Background: an optimization exercise with open tools, aiming at small area. Do not read the settings as production practice.
In this exercise RTL edits were held to simulation tests only and were not proved equivalent to the original.
Power and IR drop assume default switching activity.

Design apb_bus_monitor, start of the top module:
module apb_bus_monitor (
    input  wire         apb_if_monitor,
    input  wire         rst,
    input  wire         presetn,
    input  wire         psel,
    input  wire         penable,
    input  wire         pwrite,
    input  wire [31:0]  paddr,
    input  wire [31:0]  pwdata,
    input  wire [31:0]  prdata,
    input  wire         pready,
    input  wire         pslverr,
    input  wire         wb_cyc,
    input  wire         wb_stb,
    input  wire         wb_we,
    input  wire [6:0]   wb_adr,
    input  wire [31:0]  wb_wdata,
    output logic        wb_ack,
    output logic [31:0] wb_rdata
);
    logic [1:0]  state;       
    logic        xfer_done;
    logic [5:0]  xfer_bin;
    logic [3:0]  viol_pulse;
    logic        cap_write;
    logic [31:0] cap_addr;
    logic [31:0] cap_wdata;
    logic       st_idle, st_setup, in_xfer, complete, changed, start;
    logic [1:0] state_next;
    logic [3:0] viol_now;
    assign st_idle  = (state == 2'd0);
    assign st_setup = (state == 2'd1);
    assign in_xfer  = (state == 2'd1) || (state == 2'd2);
    assign complete = in_xfer && psel && penable && pready;
    assign start    = st_idle && psel && !penable;
    assign changed  = (paddr != cap_addr) || (pwrite != cap_write) ||
                      (cap_write && (pwdata != cap_wdata));
    always_comb begin
        if (start)
            state_next = 2'd1;
        else if (psel && !complete && (st_setup ? penable : (state == 2'd2)))
  ...
Size in the first run: ~2800 cells after synthesis, roughly 1200 flip-flops, about 0.037 sq mm of cells after synthesis.
==> module apb_bus_monitor, before the edit <==
module apb_bus_monitor (
    input  wire         apb_if_monitor,
    input  wire         rst,
    input  wire         presetn,
    input  wire         psel,
    input  wire         penable,
    input  wire         pwrite,
    input  wire [31:0]  paddr,
    input  wire [31:0]  pwdata,
    input  wire [31:0]  prdata,
    input  wire         pready,
    input  wire         pslverr,
    input  wire         wb_cyc,
    input  wire         wb_stb,
    input  wire         wb_we,
    input  wire [6:0]   wb_adr,
    input  wire [31:0]  wb_wdata,
    output logic        wb_ack,
    output logic [31:0] wb_rdata
);
    logic [1:0]  state;       
    logic        xfer_done;
    logic [5:0]  xfer_bin;
    logic [3:0]  viol_pulse;
    logic        cap_write;
    logic [31:0] cap_addr;
    logic [31:0] cap_wdata;
    logic       st_idle, st_setup, in_xfer, complete, changed, start;
    logic [1:0] state_next;
    logic [3:0] viol_now;
    assign st_idle  = (state == 2'd0);
    assign st_setup = (state == 2'd1);
    assign in_xfer  = (state == 2'd1) || (state == 2'd2);
    assign complete = in_xfer && psel && penable && pready;
    assign start    = st_idle && psel && !penable;
    assign changed  = (paddr != cap_addr) || (pwrite != cap_write) ||
                      (cap_write && (pwdata != cap_wdata));
    always_comb begin
        if (start)
            state_next = 2'd1;
        else if (psel && !complete && (st_setup ? penable : (state == 2'd2)))
            state_next = 2'd2;
        else
            state_next = 2'd0;
    end
    assign viol_now[0] = st_setup && !penable;
    assign viol_now[1] = in_xfer && psel && penable && changed;
    assign viol_now[2] = xfer_done && penable;
    assign viol_now[3] = penable && !psel;
    always_ff @(posedge apb_if_monitor) begin
        if (rst || !presetn) begin
            state      <= 2'd0;
            xfer_done  <= 1'b0;
            viol_pulse <= 4'd0;
        end else begin
            state      <= state_next;
            xfer_done  <= complete;
            viol_pulse <= viol_now;
        end
    end
    always_ff @(posedge apb_if_monitor) begin
        if (start) begin
            cap_write <= pwrite;
            cap_addr  <= paddr;
            cap_wdata <= pwdata;
        end
        if (complete) begin
            xfer_bin <= {pwrite, pslverr, paddr[31:28]};
        end
    end
    logic       wb_req, wr_flags, wr_ctrl, count_clear, count_enable;
    logic [3:0] flags_q;
    logic [3:0] clr_mask;
    assign wb_req      = wb_cyc && wb_stb && !wb_ack;
    assign wr_flags    = wb_req && wb_we && (wb_adr == 7'd64);
    assign wr_ctrl     = wb_req && wb_we && (wb_adr == 7'd66);
    assign count_clear = wr_ctrl && wb_wdata[1];
    assign clr_mask    = wr_flags ? wb_wdata[3:0] : 4'd0;
    always_ff @(posedge apb_if_monitor) begin
        if (rst) begin
            wb_ack       <= 1'b0;
            count_enable <= 1'b1;
            flags_q      <= 4'd0;
        end else begin
            wb_ack <= wb_req;
            if (wr_ctrl)
                count_enable <= wb_wdata[0];
            flags_q <= (flags_q & ~clr_mask) | viol_pulse;
        end
    end
    logic [15:0]   ring [4][16];
    logic [3:0]    phase;
    logic [4:0]    sweep;
    logic [5:0]    q_bin [8];
    logic [7:0]    q_pend;
    logic [2:0]    q_wp;
    logic [15:0]   viol_total;
    logic          clear_all;
    logic          rec;
    logic [5:0]    pos;
    logic [63:0]   pos_hot;
    logic [15:0]   rd_raw;
    logic          rd_valid;
    logic [7:0]    rd_match;
    logic [3:0]    rd_cnt;
    logic [16:0]   rd_sum;
    logic [15:0]   rd;
    logic          head_valid;
    logic [7:0]    q_due;
    assign clear_all = rst || count_clear;
    assign rec       = xfer_done && count_enable && !clear_all;
    assign pos       = {wb_adr[5:4], phase - wb_adr[3:0] - 4'd1};
    apb_mon_dec6 u_dec_pos (.a(pos), .y(pos_hot));
    for (genvar b = 0; b < 16; b++) begin : g_rd_ring
        logic [63:0] col;
        for (genvar i = 0; i < 64; i++) begin : g_col
            assign col[i] = ring[i/16][i%16][b];
        end
        apb_mon_rd_bit u_rd_bit (.d(col), .s(pos_hot), .y(rd_raw[b]));
    end
    always_comb begin
        for (int i = 0; i < 8; i++) begin
            rd_match[i] = q_pend[i] && (q_bin[i] == wb_adr[5:0]);
            q_due[i]    = q_pend[i] && (q_bin[i][3:0] == phase);
        end
    end
    apb_mon_popcount8 u_rd_cnt (.a(rd_match), .y(rd_cnt));
    assign rd_valid = {1'b0, pos[3:0]} < sweep;
    assign rd_sum   = {1'b0, rd_valid ? rd_raw : 16'd0} + {13'd0, rd_cnt};
    assign rd       = rd_sum[16] ? 16'hFFFF : rd_sum[15:0];
    assign head_valid = sweep[4];
    for (genvar r = 0; r < 4; r++) begin : g_ring
        logic [7:0]  due;
        logic [3:0]  cnt;
        logic [16:0] sum;
        logic [15:0] head_new;
        for (genvar i = 0; i < 8; i++) begin : g_due
            assign due[i] = q_due[i] && (q_bin[i][5:4] == 2'(r));
        end
        apb_mon_popcount8 u_cnt (.a(due), .y(cnt));
        assign sum      = {1'b0, head_valid ? ring[r][15] : 16'd0} + {13'd0, cnt};
        assign head_new = sum[16] ? 16'hFFFF : sum[15:0];
        always_ff @(posedge apb_if_monitor) begin
            ring[r][0] <= head_new;
            for (int i = 1; i < 16; i++)
                ring[r][i] <= ring[r][i-1];
        end
    end
    always_ff @(posedge apb_if_monitor) begin
        for (int i = 0; i < 8; i++) begin
            if (clear_all)
                q_pend[i] <= 1'b0;
            else if (rec && (q_wp == 3'(i)))
                q_pend[i] <= 1'b1;
            else if (q_due[i])
                q_pend[i] <= 1'b0;
            if (rec && (q_wp == 3'(i)))
                q_bin[i] <= xfer_bin;
        end
        if (rst)
            q_wp <= 3'd0;
        else if (rec)
            q_wp <= q_wp + 3'd1;
    end
    always_ff @(posedge apb_if_monitor) begin
        if (rst)
            phase <= 4'd0;
        else
            phase <= phase + 4'd1;
        if (clear_all)
            sweep <= 5'd0;
        else if (!sweep[4])
            sweep <= sweep + 5'd1;
    end
    always_ff @(posedge apb_if_monitor) begin
        if (clear_all)
            viol_total <= 16'd0;
        else if (count_enable && (|viol_pulse) && (viol_total != 16'hFFFF))
            viol_total <= viol_total + 16'd1;
    end
    logic [15:0] read_word;
    logic [15:0] rdata_q;
    always_comb begin
        if (!wb_adr[6])
            read_word = rd;
        else begin
            case (wb_adr[5:0])
                6'd0:    read_word = {12'd0, flags_q};
                6'd1:    read_word = viol_total;
                6'd2:    read_word = {15'd0, count_enable};
                default: read_word = 16'd0;
            endcase
        end
    end
    always_ff @(posedge apb_if_monitor) begin
        rdata_q <= read_word;
    end
    assign wb_rdata = {16'd0, rdata_q};
endmodule
export LEC_CHECK = 0
export CAP_MARGIN = 10
export CORE_MARGIN = 2
export CORE_UTILIZATION = 45
export CTS_BUF_LIST = sky130_fd_sc_hd__clkbuf_8
export CTS_CLUSTER_DIAMETER = 50
export CTS_CLUSTER_SIZE = 16
export PLACE_DENSITY = 0.6
export SLEW_MARGIN = 10
export SYNTH_HIERARCHICAL = 1
export SYNTH_MINIMUM_KEEP_SIZE = 0
create_clock -name core_clock -period 8.0 [get_ports {apb_if_monitor}]
standard.sh (not shown) runs the stock make flow with config.mk's settings and CLKGATE_MAP_FILE= SYNTH_SCRIPT=/design/flow/synth_recipe.tcl, a recipe that flattens the netlist after the stock synthesis.
==> flow/flow/run.sh <==
#!/bin/bash
set -euo pipefail
export BUFFER_PORTS_ARGS="-buffer_cell sky130_fd_sc_hd__buf_1"
export CTS_ARGS="-sink_clustering_enable -repair_clock_nets -sink_clustering_size 16 -sink_clustering_max_diameter 50 -buf_list sky130_fd_sc_hd__clkbuf_8 -dont_use_dummy_load"
bash standard.sh > standard.log 2>&1
Next try:
--- a/flow/design.v
+++ b/flow/design.v
@@ -173,13 +173,11 @@
             else if (q_due[i])
                 q_pend[i] <= 1'b0;
             if (rec && (q_wp == 3'(i)))
                 q_bin[i] <= xfer_bin;
         end
-        if (rst)
-            q_wp <= 3'd0;
-        else if (rec)
+        if (rec)
             q_wp <= q_wp + 3'd1;
     end
     always_ff @(posedge apb_if_monitor) begin
         if (rst)
             phase <= 4'd0;
=>
- sequential cell count stays the same
- power is about the same
- design area hardly moves
- via count barely changes
- critical path depth rises by 1
- global-route usage falls by 0.20 points
- worst hold slack gains 0.050 ns
- sequential power stays flat

* * *

The RTL this note starts from:
==> flow/design.v <==
`default_nettype none
package apb_mon_pkg;
    typedef enum logic [1:0] {
        phase_idle   = 2'd0,
        phase_setup  = 2'd1,
        phase_access = 2'd2
    } apb_phase_t;
    typedef enum logic [1:0] {
        viol_no_enable        = 2'd0,
        viol_unstable         = 2'd1,
        viol_enable_held      = 2'd2,
        viol_enable_no_select = 2'd3
    } apb_viol_t;
    typedef logic [3:0] viol_vec_t;
    typedef logic [$clog2(64)-1:0] bin_idx_t;
endpackage
`default_nettype wire
`default_nettype none
module apb_bus_monitor (
    input  wire         apb_if_monitor,
    input  wire         rst,
    input  wire         presetn,
    input  wire         psel,
    input  wire         penable,
    input  wire         pwrite,
    input  wire [31:0]  paddr,
    input  wire [31:0]  pwdata,
    input  wire [31:0]  prdata,
    input  wire         pready,
    input  wire         pslverr,
    input  wire         wb_cyc,
    input  wire         wb_stb,
    input  wire         wb_we,
    input  wire [6:0]   wb_adr,
    input  wire [31:0]  wb_wdata,
    output logic        wb_ack,
    output logic [31:0] wb_rdata
);
    logic [1:0]  state;       
    logic        xfer_done;
    logic [5:0]  xfer_bin;
    logic [3:0]  viol_pulse;
    logic        cap_write;
    logic [31:0] cap_addr;
    logic [31:0] cap_wdata;
    logic       st_idle, st_setup, in_xfer, complete, changed, start;
    logic [1:0] state_next;
    logic [3:0] viol_now;
    assign st_idle  = (state == 2'd0);
    assign st_setup = (state == 2'd1);
    assign in_xfer  = (state == 2'd1) || (state == 2'd2);
    assign complete = in_xfer && psel && penable && pready;
    assign start    = st_idle && psel && !penable;
    assign changed  = (paddr != cap_addr) || (pwrite != cap_write) ||
                      (cap_write && (pwdata != cap_wdata));
    always_comb begin
        if (start)
            state_next = 2'd1;
        else if (psel && !complete && (st_setup ? penable : (state == 2'd2)))
            state_next = 2'd2;
        else
            state_next = 2'd0;
    end
    assign viol_now[0] = st_setup && !penable;
    assign viol_now[1] = in_xfer && psel && penable && changed;
    assign viol_now[2] = xfer_done && penable;
    assign viol_now[3] = penable && !psel;
    always_ff @(posedge apb_if_monitor) begin
        if (rst || !presetn) begin
            state      <= 2'd0;
            xfer_done  <= 1'b0;
            viol_pulse <= 4'd0;
        end else begin
            state      <= state_next;
            xfer_done  <= complete;
            viol_pulse <= viol_now;
        end
    end
    always_ff @(posedge apb_if_monitor) begin
        if (start) begin
            cap_write <= pwrite;
            cap_addr  <= paddr;
            cap_wdata <= pwdata;
        end
        if (complete) begin
            xfer_bin <= {pwrite, pslverr, paddr[31:28]};
        end
    end
    logic       wb_req, wr_flags, wr_ctrl, count_clear, count_enable;
    logic [3:0] flags_q;
    logic [3:0] clr_mask;
    assign wb_req      = wb_cyc && wb_stb && !wb_ack;
    assign wr_flags    = wb_req && wb_we && (wb_adr == 7'd64);
    assign wr_ctrl     = wb_req && wb_we && (wb_adr == 7'd66);
    assign count_clear = wr_ctrl && wb_wdata[1];
    assign clr_mask    = wr_flags ? wb_wdata[3:0] : 4'd0;
    always_ff @(posedge apb_if_monitor) begin
        if (rst) begin
            wb_ack       <= 1'b0;
            count_enable <= 1'b1;
            flags_q      <= 4'd0;
        end else begin
            wb_ack <= wb_req;
            if (wr_ctrl)
                count_enable <= wb_wdata[0];
            flags_q <= (flags_q & ~clr_mask) | viol_pulse;
        end
    end
    localparam int NR = 8;           
    localparam int NS = 64 / NR;     
    localparam int PW = $clog2(NS);  
    localparam int NQ = NS / 2;      
    localparam int QW = $clog2(NQ);
    logic [15:0]   ring [NR][NS];
    logic [PW-1:0] phase;
    logic [PW:0]   sweep;
    logic [5:0]    q_bin [NQ];
    logic [NQ-1:0] q_pend;
    logic [QW-1:0] q_wp;
    logic [15:0]   viol_total;
    logic          clear_all;
    logic          rec;
    logic [5:0]    pos;
    logic [63:0]   pos_hot;
    logic [15:0]   rd_raw;
    logic          rd_valid;
    logic [NQ-1:0] rd_match;
    logic [QW:0]   rd_cnt;
    logic [16:0]   rd_sum;
    logic [15:0]   rd;
    logic          head_valid;
    logic [NQ-1:0] q_due;
    assign clear_all = rst || count_clear;
    assign rec       = xfer_done && count_enable && !clear_all;
    assign pos       = {wb_adr[5:PW], PW'(phase - wb_adr[PW-1:0] - PW'(1))};
    apb_mon_dec6 u_dec_pos (.a(pos), .y(pos_hot));
    for (genvar b = 0; b < 16; b++) begin : g_rd_ring
        logic [63:0] col;
        for (genvar i = 0; i < 64; i++) begin : g_col
            assign col[i] = ring[i/NS][i%NS][b];
        end
        apb_mon_rd_bit u_rd_bit (.d(col), .s(pos_hot), .y(rd_raw[b]));
    end
    always_comb begin
        for (int i = 0; i < NQ; i++) begin
            rd_match[i] = q_pend[i] && (q_bin[i] == wb_adr[5:0]);
            q_due[i]    = q_pend[i] && (q_bin[i][PW-1:0] == phase);
        end
    end
    apb_mon_popcount #(.N(NQ)) u_rd_cnt (.a(rd_match), .y(rd_cnt));
    assign rd_valid = {1'b0, pos[PW-1:0]} < sweep;
    assign rd_sum   = {1'b0, rd_valid ? rd_raw : 16'd0} + 17'(rd_cnt);
    assign rd       = rd_sum[16] ? 16'hFFFF : rd_sum[15:0];
    assign head_valid = sweep[PW];
    for (genvar r = 0; r < NR; r++) begin : g_ring
        logic [NQ-1:0] due;
        logic [QW:0]   cnt;
        logic [16:0] sum;
        logic [15:0] head_new;
        for (genvar i = 0; i < NQ; i++) begin : g_due
            assign due[i] = q_due[i] && (q_bin[i][5:PW] == (6-PW)'(r));
        end
        apb_mon_popcount #(.N(NQ)) u_cnt (.a(due), .y(cnt));
        assign sum      = {1'b0, head_valid ? ring[r][NS-1] : 16'd0} + 17'(cnt);
        assign head_new = sum[16] ? 16'hFFFF : sum[15:0];
        always_ff @(posedge apb_if_monitor) begin
            ring[r][0] <= head_new;
            for (int i = 1; i < NS; i++)
                ring[r][i] <= ring[r][i-1];
        end
    end
    always_ff @(posedge apb_if_monitor) begin
        for (int i = 0; i < NQ; i++) begin
            if (clear_all)
                q_pend[i] <= 1'b0;
            else if (rec && (q_wp == QW'(i)))
                q_pend[i] <= 1'b1;
            else if (q_due[i])
                q_pend[i] <= 1'b0;
            if (rec && (q_wp == QW'(i)))
                q_bin[i] <= xfer_bin;
        end
        if (rst)
            q_wp <= '0;
        else if (rec)
            q_wp <= q_wp + QW'(1);
    end
    always_ff @(posedge apb_if_monitor) begin
        if (rst)
            phase <= '0;
        else
            phase <= phase + PW'(1);
        if (clear_all)
            sweep <= '0;
        else if (!sweep[PW])
            sweep <= sweep + (PW+1)'(1);
    end
    always_ff @(posedge apb_if_monitor) begin
        if (clear_all)
            viol_total <= 16'd0;
        else if (count_enable && (|viol_pulse) && (viol_total != 16'hFFFF))
            viol_total <= viol_total + 16'd1;
    end
    logic [15:0] read_word;
    logic [15:0] rdata_q;
    always_comb begin
        if (!wb_adr[6])
            read_word = rd;
        else begin
            case (wb_adr[5:0])
                6'd0:    read_word = {12'd0, flags_q};
                6'd1:    read_word = viol_total;
                6'd2:    read_word = {15'd0, count_enable};
                default: read_word = 16'd0;
            endcase
        end
    end
    always_ff @(posedge apb_if_monitor) begin
        rdata_q <= read_word;
    end
    assign wb_rdata = {16'd0, rdata_q};
endmodule
module apb_mon_dec6 (
    input  wire [5:0]  a,
    output logic [63:0] y
);
    always_comb begin
        for (int i = 0; i < 64; i++)
            y[i] = (a == 6'(i));
    end
endmodule
module apb_mon_popcount #(
    parameter int N = 8
) (
    input  wire [N-1:0]         a,
    output logic [$clog2(N):0]  y
);
    always_comb begin
        y = '0;
        for (int i = 0; i < N; i++)
            y = y + ($clog2(N)+1)'(a[i]);
    end
endmodule
module apb_mon_rd_bit (
    input  wire [63:0] d,
    input  wire [63:0] s,
    output wire        y
);
    wire [21:0] t;
    for (genvar k = 0; k < 21; k++) begin : g_aoi
        apb_mon_aoi222 u_aoi (
            .a0(d[3*k]),   .s0(s[3*k]),
            .a1(d[3*k+1]), .s1(s[3*k+1]),
            .a2(d[3*k+2]), .s2(s[3*k+2]),
            .y (t[k])
        );
    end
    assign t[21] = ~(d[63] & s[63]);
    assign y = ~&t;
endmodule
module apb_mon_aoi222 (
    input  wire a0, s0, a1, s1, a2, s2,
    output wire y
);
    assign y = ~((a0 & s0) | (a1 & s1) | (a2 & s2));
endmodule
`default_nettype wire
==> flow/config.mk <==
export PLATFORM = sky130hd
export DESIGN_NAME = apb_bus_monitor
export DESIGN_NICKNAME = apb_bus_monitor
export VERILOG_FILES = /design/flow/design.v
export SDC_FILE = /design/flow/constraint.sdc
export NUM_CORES = 4
export LEC_CHECK = 0
export CAP_MARGIN = 10
export CORE_MARGIN = 2
export CORE_UTILIZATION = 45
export CTS_BUF_LIST = sky130_fd_sc_hd__clkbuf_4
export CTS_CLUSTER_DIAMETER = 35
export CTS_CLUSTER_SIZE = 10
export PLACE_DENSITY = 0.6
export SLEW_MARGIN = 10
export SYNTH_HIERARCHICAL = 1
export SYNTH_MINIMUM_KEEP_SIZE = 0
==> flow/constraint.sdc <==
create_clock -name core_clock -period 8.0 [get_ports {apb_if_monitor}]
set_input_delay 1.6000 -clock core_clock [delete_from_list [all_inputs] [get_ports {apb_if_monitor}]]
set_output_delay 1.6000 -clock core_clock [all_outputs]
set_load 0.01 [all_outputs]
==> flow/flow/run.sh <==
#!/bin/bash
set -euo pipefail
export BUFFER_PORTS_ARGS="-buffer_cell sky130_fd_sc_hd__buf_1"
export CTS_ARGS="-sink_clustering_enable -repair_clock_nets -sink_clustering_size 10 -sink_clustering_max_diameter 35 -buf_list sky130_fd_sc_hd__clkbuf_4 -dont_use_dummy_load"
bash standard.sh > standard.log 2>&1
Change:
--- a/flow/design.v
+++ b/flow/design.v
@@ -257,8 +257,25 @@
     end
     assign t[21] = ~(d[63] & s[63]);
     assign y = ~&t;
 endmodule
+module apb_mon_rd16 (
+    input  wire [15:0] d,
+    input  wire [15:0] s,
+    output wire        y
+);
+    wire [5:0] t;
+    for (genvar k = 0; k < 5; k++) begin : g_aoi
+        apb_mon_aoi222 u_aoi (
+            .a0(d[3*k]),   .s0(s[3*k]),
+            .a1(d[3*k+1]), .s1(s[3*k+1]),
+            .a2(d[3*k+2]), .s2(s[3*k+2]),
+            .y (t[k])
+        );
+    end
+    assign t[5] = ~(d[15] & s[15]);
+    assign y = ~&t;
+endmodule
 module apb_mon_aoi222 (
     input  wire a0, s0, a1, s1, a2, s2,
     output wire y
 );
Critical path depth stays the same.
Synthesized cell count stays the same.
Combinational power hardly moves.
Fmax does not change.
Non-clock buffer count is unchanged.
Worst setup slack does not change.

afterwards: timing with drivers on the ports:
In the flow no input, the clock included, has a driving cell. The finished layouts below were timed again as built, in two steps.
Step 1 (the two cells are an assumption about what drives the block):
set clk [get_ports {apb_if_monitor}]
set_driving_cell -lib_cell sky130_fd_sc_hd__clkbuf_16 $clk
set_driving_cell -lib_cell sky130_fd_sc_hd__buf_2 [delete_from_list [all_inputs] $clk]
Step 2 times the ports against the registers' clock, not the clock port: input delays grow and output delays shrink by t, the midpoint of the rising clock arrivals with the driver on.
Three values: ideal, step 1, step 2; two values: the first two.
run	t (ns)	setup WS [ns]	worst register clock-pin slew, ns	cell pins on the clock port's net
the first run of note 1	0.761	1.304 / 1.304 / 0.743	0.10 / 0.10	1
the second run of note 1	0.754	1.392 / 1.425 / 0.671	0.10 / 0.10	1
the first run of note 2	1.049	1.944 / 1.973 / 0.924	0.11 / 0.11	1
the second run of note 2	1.049	1.944 / 1.973 / 0.924	0.11 / 0.11	1
After both steps every run listed still meets setup and hold.
